What follows belongs to an exercise in optimizing a design on an open flow for small area, a short achievable clock period and few clock cycles per item; a production flow would make more cautious choices. Function was checked by simulation only, so behaviour that the tests miss may differ from the original.

==> indigo: inputs <==
Design ka_seq_mult, start of the top module:
module ka_seq_mult #(
  parameter int N = 131
) (
  input  logic           clk,
  input  logic           rst_n,
  input  logic           in_valid,
  output logic           in_ready,
  input  logic [N-1:0]   a,
  input  logic [N-1:0]   b,
  output logic           out_valid,
  input  logic           out_ready,
  output logic [2*N-2:0] y,
  output logic           busy
);
Settings: LEC_CHECK=0, CAP_MARGIN=20, CORE_MARGIN=2, CORE_UTILIZATION=45, PLACE_DENSITY=0.55, SETUP_SLACK_MARGIN=4.6, SLEW_MARGIN=20, TNS_END_PERCENT=20; clock period 8.0 ns.
run.sh (not shown) runs the stock make flow with config.mk's settings and CLKGATE_MAP_FILE= SYNTH_SCRIPT=/design/flow/synth_recipe.tcl, a recipe that flattens the netlist after the stock synthesis.
==> yarrow (differences from indigo) <==
--- a/flow/design.v
+++ b/flow/design.v
@@ -10,54 +10,32 @@
   output logic           out_valid,
   input  logic           out_ready,
   output logic [2*N-2:0] y,
   output logic           busy
 );
   logic [261:0] p0;
   logic [687:0] p1;
   logic [260:0] p2;
-  logic [1:0] v;   
-  logic vy;           
-  logic vs;           
-  logic rdy_r;        
-  logic busy_r;       
-  logic [2*N-2:0] sk;
+  logic [2:0] v;   
+  wire adv = !(v[2] && !out_ready);
+  assign out_valid = v[2];
   wire [2*N-1:0] ab = {b, a};
-  wire up = !vs;                       
-  wire y_free = !vy || out_ready;      
-  wire mid_v = v[1];             
-  wire vy_n = y_free ? (vs || mid_v) : 1'b1;
-  wire vs_n = vs ? !y_free : (mid_v && !y_free);
-  wire [1:0] v_n = up ? {v[0:0], in_valid} : v;
-  assign in_ready = rdy_r;
-  assign out_valid = vy;
-  assign busy = busy_r;
+  assign in_ready = adv;
+  assign busy = |v;
   always_ff @(posedge clk or negedge rst_n) begin
-    if (!rst_n) begin
-      v <= '0;
-      vy <= 1'b0;
-      vs <= 1'b0;
-      rdy_r <= 1'b1;
-      busy_r <= 1'b0;
-    end else begin
-      v <= v_n;
-      vy <= vy_n;
-      vs <= vs_n;
-      rdy_r <= !vs_n;
-      busy_r <= vs_n || vy_n || (|v_n);
-    end
+    if (!rst_n) v <= '0;
+    else if (adv) v <= {v[1:0], in_valid};
   end
   always_ff @(posedge clk) begin
-    if (up) begin
+    if (adv) begin
       p0 <= d0;
       p1 <= d1;
+      p2 <= d2;
     end
-    if (!vs) sk <= d2;
-    if (y_free) p2 <= vs ? sk : d2;
   end
   wire n262 = p0[0] ^ p0[66];
   wire n263 = p0[1] ^ p0[67];
   wire n264 = p0[2] ^ p0[68];
   wire n265 = p0[3] ^ p0[69];
   wire n266 = p0[4] ^ p0[70];
   wire n267 = p0[5] ^ p0[71];
   wire n268 = p0[6] ^ p0[72];
==> flow/config.mk (replaced) <==
export PLATFORM = sky130hd
export DESIGN_NAME = ka_seq_mult
export DESIGN_NICKNAME = ka_seq_mult
export VERILOG_FILES = /design/flow/design.v
export SDC_FILE = /design/flow/constraint.sdc
export NUM_CORES = 4
export LEC_CHECK = 0
export CAP_MARGIN = 20
export CORE_MARGIN = 2
export CORE_UTILIZATION = 50
export PLACE_DENSITY = 0.6
export SETUP_SLACK_MARGIN = 4.5
export SLEW_MARGIN = 20
export TNS_END_PERCENT = 100
==> results.txt <==
- In yarrow the wire length is lower than in indigo, by about 8%.
- indigo finished with timing, DRC and antenna clean. yarrow completed without violations.
- In indigo the via count is higher than in yarrow, by about 4%.
- Against yarrow, the global-route usage of indigo is lower by 2.9 points.
- Of indigo and yarrow, indigo has the higher maximum frequency (gap about 3.6%, measured against yarrow).
Testbench counts of indigo, summed over its fixed seeds: cycles 984, items 960.
Testbench counts of yarrow, summed over its fixed seeds: cycles 984, items 960.


==> try-fjord <==
ka_seq_mult, a different RTL version from the one above (not shown whole).
## ka_seq_mult
module ka_seq_mult #(
  parameter int N = 131
) (
  input  logic           clk,
  input  logic           rst_n,
  input  logic           in_valid,
  output logic           in_ready,
  input  logic [N-1:0]   a,
  input  logic [N-1:0]   b,
  output logic           out_valid,
  input  logic           out_ready,
  output logic [2*N-2:0] y,
  output logic           busy
);
Settings: LEC_CHECK=0, CAP_MARGIN=20, CORE_MARGIN=2, CORE_UTILIZATION=50, PLACE_DENSITY=0.6, SLEW_MARGIN=20; clock period 8.0 ns.
==> try-violet (differences from try-fjord) <==
--- a/flow/design.v
+++ b/flow/design.v
@@ -16,24 +16,16 @@
   logic [687:0] p1;
   logic [260:0] p2;
   logic [2:0] v;   
   wire adv = !(v[2] && !out_ready);
   assign out_valid = v[2];
-  logic skid_v;
-  logic [2*N-1:0] skid;
-  wire [2*N-1:0] ab = skid_v ? skid : {b, a};
-  wire ab_v = skid_v || in_valid;
-  assign in_ready = !skid_v;
-  assign busy = skid_v || (|v);
-  always_ff @(posedge clk or negedge rst_n) begin
-    if (!rst_n) skid_v <= 1'b0;
-    else skid_v <= !adv && ab_v;
-  end
-  always_ff @(posedge clk) if (!skid_v) skid <= {b, a};
+  wire [2*N-1:0] ab = {b, a};
+  assign in_ready = adv;
+  assign busy = |v;
   always_ff @(posedge clk or negedge rst_n) begin
     if (!rst_n) v <= '0;
-    else if (adv) v <= {v[1:0], ab_v};
+    else if (adv) v <= {v[1:0], in_valid};
   end
   always_ff @(posedge clk) begin
     if (adv) begin
       p0 <= d0;
       p1 <= d1;
==> flow/flow/run.sh (new file) <==
#!/bin/bash
# The standard layout (the standard.sh: ORFS synthesis through finish, unchanged), except
# that the port buffers ORFS inserts before global placement are buf_4 cells instead of the
# default pick (a clkdlybuf4s50_1 delay cell). Every input and output port still gets its own
# buffer. make's full output goes to flow_make.log in this folder; ORFS's per-step logs are
# under orfs/logs/.
set -euo pipefail
export BUFFER_PORTS_ARGS="-buffer_cell sky130_fd_sc_hd__buf_4"
bash standard.sh > flow_make.log 2>&1
==> flow/standard.sh (new file) <==
#!/bin/bash
# synth_recipe.tcl (not shown) runs the flow's synth.tcl, then flattens the netlist and writes it again
# the make line also repeats each setting of config.mk as NAME=value (left out here)
make -C /OpenROAD-flow-scripts/flow DESIGN_CONFIG=/design/flow/config.mk WORK_HOME=/design/flow/orfs CLKGATE_MAP_FILE= SYNTH_SCRIPT=/design/flow/synth_recipe.tcl "${@:-finish}"
--- a/flow/config.mk
+++ b/flow/config.mk
@@ -7,6 +7,8 @@
 export LEC_CHECK = 0
 export CAP_MARGIN = 20
 export CORE_MARGIN = 2
 export CORE_UTILIZATION = 50
 export PLACE_DENSITY = 0.6
+export SETUP_SLACK_MARGIN = 4.5
 export SLEW_MARGIN = 20
+export TNS_END_PERCENT = 100
removed: flow/run.sh
==> summary of the runs <==
- try-violet finished with timing, DRC and antenna clean. try-fjord went through all stages and came out clean.
- Between try-violet and try-fjord, the lower non-clock buffer count is in try-fjord (gap 146).
- Against try-violet, the global-route usage of try-fjord is lower by 2.3 points.
- Via count: try-violet is smaller than try-fjord (about 2.4%).
- Utilization: try-violet is higher than try-fjord (1.2 points).
Testbench counts of try-fjord, summed over its fixed seeds: cycles 984, items 960.
Testbench counts of try-violet, summed over its fixed seeds: cycles 984, items 960.


==> job 9800 <==
Another version of the RTL of ka_seq_mult (not shown whole).
export LEC_CHECK = 0
export CAP_MARGIN = 20
export CORE_MARGIN = 2
export CORE_UTILIZATION = 50
export PLACE_DENSITY = 0.6
export SETUP_SLACK_MARGIN = 4.3
export SLEW_MARGIN = 20
export TNS_END_PERCENT = 100
create_clock -name core_clock -period 8.0 [get_ports {clk}]
standard.sh (not shown) runs the stock make flow with config.mk's settings and CLKGATE_MAP_FILE= SYNTH_SCRIPT=/design/flow/synth_recipe.tcl, a recipe that flattens the netlist after the stock synthesis.
==> flow/flow/run.sh <==
#!/bin/bash
# The standard layout (the standard.sh: ORFS synthesis through finish, unchanged), except
# that the port buffers ORFS inserts before global placement are buf_4 cells instead of the
# default pick (a clkdlybuf4s50_1 delay cell). Every input and output port still gets its own
# buffer. make's full output goes to flow_make.log in this folder; ORFS's per-step logs are
# under orfs/logs/.
set -euo pipefail
export BUFFER_PORTS_ARGS="-buffer_cell sky130_fd_sc_hd__buf_4"
bash standard.sh > flow_make.log 2>&1
==> job 5337 (differences from job 9800) <==
--- a/flow/config.mk
+++ b/flow/config.mk
@@ -10,5 +10,5 @@
 export CORE_UTILIZATION = 50
 export PLACE_DENSITY = 0.6
-export SETUP_SLACK_MARGIN = 4.3
+export SETUP_SLACK_MARGIN = 4.4
 export SLEW_MARGIN = 20
 export TNS_END_PERCENT = 100
==> job 4511 (differences from job 9800) <==
--- a/flow/config.mk
+++ b/flow/config.mk
@@ -10,5 +10,5 @@
 export CORE_UTILIZATION = 50
 export PLACE_DENSITY = 0.6
-export SETUP_SLACK_MARGIN = 4.3
+export SETUP_SLACK_MARGIN = 4.55
 export SLEW_MARGIN = 20
 export TNS_END_PERCENT = 100
==> job 8788 (differences from job 9800) <==
--- a/flow/config.mk
+++ b/flow/config.mk
@@ -10,5 +10,5 @@
 export CORE_UTILIZATION = 50
 export PLACE_DENSITY = 0.6
-export SETUP_SLACK_MARGIN = 4.3
+export SETUP_SLACK_MARGIN = 4.8
 export SLEW_MARGIN = 20
 export TNS_END_PERCENT = 100
==> out/qor.yml <==
crit_path_start_kind: "input pin"
postCtsSetupBuffers: 138
critPathTopFamily: "buffers and inverters"
post_route_hold_slack_ns: 0.483
finalWorstSetupSlack_ns: 4.25
buffer_area_share_pct: 8.81
most-common-layout-cells: "5731 x sky130_fd_sc_hd__xnor2_1, 4289 x sky130_fd_sc_hd__nor2_1, 1260 x sky130_fd_sc_hd__nand2_1, 1213 x sky130_fd_sc_hd__xor2_1, 1115 x sky130_fd_sc_hd__buf_4"
required_ns: 6.40
comb.multi_input.count: 13703
clk_path_buf_depth: 3
run_status: "timing/DRC/antenna clean"
[end of results for job 8788]
==> out/qor.yml <==
crit_start: "p0[285]"
buffer_area_share_pct: 5.84
clk_path_buf_depth: 3
postCtsSetupBuffers: 11
cts-root-buf: "sky130_fd_sc_hd__clkbuf_16"
post_route_hold_slack_ns: 0.494
required_ns: 8.55
run_status: "timing/DRC/antenna clean"
gr-usage-met3_pct: 16.4
num_vias: 112480
crit_path_start_kind: "flip-flop"
most-common-layout-cells: "6014 x sky130_fd_sc_hd__xnor2_1, 4289 x sky130_fd_sc_hd__nor2_1, 1260 x sky130_fd_sc_hd__nand2_1, 1232 x sky130_fd_sc_hd__xor2_1, 1115 x sky130_fd_sc_hd__buf_4"
finalWorstSetupSlack_ns: 4.18
comb.multi_input.count: 13702
critPathTopFamily: "XOR/XNOR gates"
top_layer: "met5"
[end of results for job 5337]
==> out/qor.yml <==
post_route_hold_slack_ns: 0.476
postCtsSetupBuffers: 13
crit_path_start_kind: "input pin"
cts-root-buf: "sky130_fd_sc_hd__clkbuf_16"
most-common-layout-cells: "5943 x sky130_fd_sc_hd__xnor2_1, 4289 x sky130_fd_sc_hd__nor2_1, 1260 x sky130_fd_sc_hd__nand2_1, 1230 x sky130_fd_sc_hd__xor2_1, 1080 x sky130_fd_sc_hd__buf_4"
comb.multi_input.count: 13704
cp_num_cells: 3
finalWorstSetupSlack_ns: 4.25
ant_diodes: 10
clk_path_buf_depth: 4
crit_slowest_cell: "sky130_fd_sc_hd__nand2b_4"
critical_path.max_stage_delay_ns: 0.25
required_ns: 6.40
run_status: "timing/DRC/antenna clean"
[end of results for job 4511]
==> out/qor.yml <==
run_status: "timing/DRC/antenna clean"
most-common-layout-cells: "6059 x sky130_fd_sc_hd__xnor2_1, 4289 x sky130_fd_sc_hd__nor2_1, 1260 x sky130_fd_sc_hd__nand2_1, 1229 x sky130_fd_sc_hd__xor2_1, 1099 x sky130_fd_sc_hd__buf_4"
required_ns: 8.52
clk_path_buf_depth: 3
crit_path_start_kind: "flip-flop"
postCtsSetupBuffers: 10
yosys.area_share.simple_pct: 16.9
layout.clock_buffers: 157
finalWorstSetupSlack_ns: 4.06
buffer_area_share_pct: 5.82
comb.multi_input.count: 13702
post_route_hold_slack_ns: 0.481
[end of results for job 9800]
Testbench counts of job 9800, summed over its fixed seeds: cycles 976, items 960.
Testbench counts of job 5337, summed over its fixed seeds: cycles 976, items 960.
Testbench counts of job 4511, summed over its fixed seeds: cycles 976, items 960.
Testbench counts of job 8788, summed over its fixed seeds: cycles 976, items 960.


==> run a <==
ka_seq_mult, a different RTL version from the one above (not shown whole).
Settings: LEC_CHECK=0, CAP_MARGIN=20, CORE_MARGIN=2, CORE_UTILIZATION=45, PLACE_DENSITY=0.55, SETUP_SLACK_MARGIN=4.6, SLEW_MARGIN=20, TNS_END_PERCENT=20; clock period 8.0 ns.
run.sh (not shown) runs the stock make flow with config.mk's settings and CLKGATE_MAP_FILE= SYNTH_SCRIPT=/design/flow/synth_recipe.tcl, a recipe that flattens the netlist after the stock synthesis.
Stock flow here: none of the scripts above is used.
==> run b: changes against run a <==
--- a/flow/design.v
+++ b/flow/design.v
@@ -10,51 +10,29 @@
   output logic           out_valid,
   input  logic           out_ready,
   output logic [2*N-2:0] y,
   output logic           busy
 );
   logic [815:0] p0;
   logic [260:0] p1;
-  logic [0:0] v;   
-  logic vy;           
-  logic vs;           
-  logic rdy_r;        
-  logic busy_r;       
-  logic [2*N-2:0] sk;
+  logic [1:0] v;   
+  wire adv = !(v[1] && !out_ready);
+  assign out_valid = v[1];
   wire [2*N-1:0] ab = {b, a};
-  wire up = !vs;                       
-  wire y_free = !vy || out_ready;      
-  wire mid_v = v[0];             
-  wire vy_n = y_free ? (vs || mid_v) : 1'b1;
-  wire vs_n = vs ? !y_free : (mid_v && !y_free);
-  wire [0:0] v_n = up ? in_valid : v;
-  assign in_ready = rdy_r;
-  assign out_valid = vy;
-  assign busy = busy_r;
+  assign in_ready = adv;
+  assign busy = |v;
   always_ff @(posedge clk or negedge rst_n) begin
-    if (!rst_n) begin
-      v <= '0;
-      vy <= 1'b0;
-      vs <= 1'b0;
-      rdy_r <= 1'b1;
-      busy_r <= 1'b0;
-    end else begin
-      v <= v_n;
-      vy <= vy_n;
-      vs <= vs_n;
-      rdy_r <= !vs_n;
-      busy_r <= vs_n || vy_n || (|v_n);
-    end
+    if (!rst_n) v <= '0;
+    else if (adv) v <= {v[0:0], in_valid};
   end
   always_ff @(posedge clk) begin
-    if (up) begin
+    if (adv) begin
       p0 <= d0;
+      p1 <= d1;
     end
-    if (!vs) sk <= d1;
-    if (y_free) p1 <= vs ? sk : d1;
   end
   wire n262 = ab[0] ^ ab[66];
   wire n263 = ab[1] ^ ab[67];
   wire n264 = ab[2] ^ ab[68];
   wire n265 = ab[3] ^ ab[69];
   wire n266 = ab[4] ^ ab[70];
   wire n267 = ab[5] ^ ab[71];
==> flow/flow/run.sh (new file) <==
#!/bin/bash
# The standard layout (the standard.sh: ORFS synthesis through finish, unchanged), except
# that the port buffers ORFS inserts before global placement are buf_4 cells instead of the
# default pick (a clkdlybuf4s50_1 delay cell). Every input and output port still gets its own
# buffer. make's full output goes to flow_make.log in this folder; ORFS's per-step logs are
# under orfs/logs/.
set -euo pipefail
export BUFFER_PORTS_ARGS="-buffer_cell sky130_fd_sc_hd__buf_4"
bash standard.sh > flow_make.log 2>&1
==> flow/standard.sh (new file) <==
#!/bin/bash
# synth_recipe.tcl (not shown) runs the flow's synth.tcl, then flattens the netlist and writes it again
# the make line also repeats each setting of config.mk as NAME=value (left out here)
make -C /OpenROAD-flow-scripts/flow DESIGN_CONFIG=/design/flow/config.mk WORK_HOME=/design/flow/orfs CLKGATE_MAP_FILE= SYNTH_SCRIPT=/design/flow/synth_recipe.tcl "${@:-finish}"
CORE_UTILIZATION = 50   (was 45)
PLACE_DENSITY = 0.6   (was 0.55)
SETUP_SLACK_MARGIN = 4.65   (was 4.6)
TNS_END_PERCENT = 100   (was 20)
removed: flow/run.sh
==> metrics.md <==
| Metric | Value |
|---|---|
| Number of standard cells in the layout, taps in and fillers out | 19700 |
| Global-route wire length before repair | 863000 um |
| Area taken by multi-input logic gates | 102000 um^2 |
| Worst R2R Setup Slack | 4.46 ns |
| Result of the run | timing/DRC/antenna clean |
Source of the figures above: run b

==> metrics.md <==
| Metric | Value |
|---|---|
| Via count normalized by instance count | 5.68 |
| Detail Route met2 WL | 299000 um |
| Period utilisation layout | 0.498 |
| Area taken by multi-input logic gates | 111000 um^2 |
| Number of standard cells in the layout, taps in and fillers out | 22600 |
| Worst R2R Setup Slack | 4.02 ns |
| Result of the run | timing/DRC/antenna clean |
| Critical path, cell by cell | xnor2_1 -> xnor2_1 -> xnor2_1 -> xnor2_2 -> xnor2_1 -> mux2_2 |
Source of the figures above: run a

Testbench counts of run a, summed over its fixed seeds: cycles 976, items 960.
Testbench counts of run b, summed over its fixed seeds: cycles 976, items 960.

-- port drivers added, routing unchanged --
The flow's constraints put no driver on any port. The routed layouts listed below were extracted and timed again, unchanged, in two steps.
Step 1 assumes that a clkbuf_16 drives the clock port and a buf_2 every other input.
Step 2 adds t to the input delays and takes it off the output delays; t is the mean of the earliest and latest rising clock arrival at the registers after step 1. Input paths then give back, and output paths get back, about the clock's delay inside the block.
Three values: no drivers, after step 1, after step 2; two values: the first two.
| run | t (ns) | slack for setup (ns) | worst setup path after step 2 | latest minus earliest clock arrival (ns) | worst register clock-pin slew, ns |
|---|---|---|---|---|---|
| indigo | 1.028 | 4.359 / 4.359 / 4.149 | input to register | 0.080 / 0.080 | 0.07 / 0.07 |
| yarrow | 0.994 | 4.229 / 4.218 / 3.582 | input to register | 0.089 / 0.089 | 0.08 / 0.08 |
| try-fjord | 0.996 | 3.515 / 3.515 / 3.515 | register to register | 0.082 / 0.082 | 0.08 / 0.08 |
| try-violet | 1.001 | 4.201 / 4.201 / 3.652 | input to register | 0.076 / 0.076 | 0.07 / 0.07 |
| job 9800 | 0.962 | 4.064 / 4.064 / 3.202 | input to register | 0.077 / 0.077 | 0.08 / 0.08 |
| job 5337 | 0.958 | 4.180 / 4.180 / 3.318 | input to register | 0.052 / 0.052 | 0.07 / 0.07 |
| job 4511 | 0.948 | 4.248 / 4.209 / 3.554 | input to register | 0.082 / 0.081 | 0.08 / 0.08 |
| job 8788 | 0.957 | 4.252 / 4.218 / 3.688 | input to register | 0.065 / 0.065 | 0.08 / 0.08 |
| run a | 1.018 | 4.018 / 4.018 / 3.370 | input to register | 0.090 / 0.091 | 0.07 / 0.07 |
| run b | 0.956 | 4.242 / 4.208 / 3.558 | input to register | 0.064 / 0.064 | 0.08 / 0.08 |
After both steps every run listed still meets setup and hold.
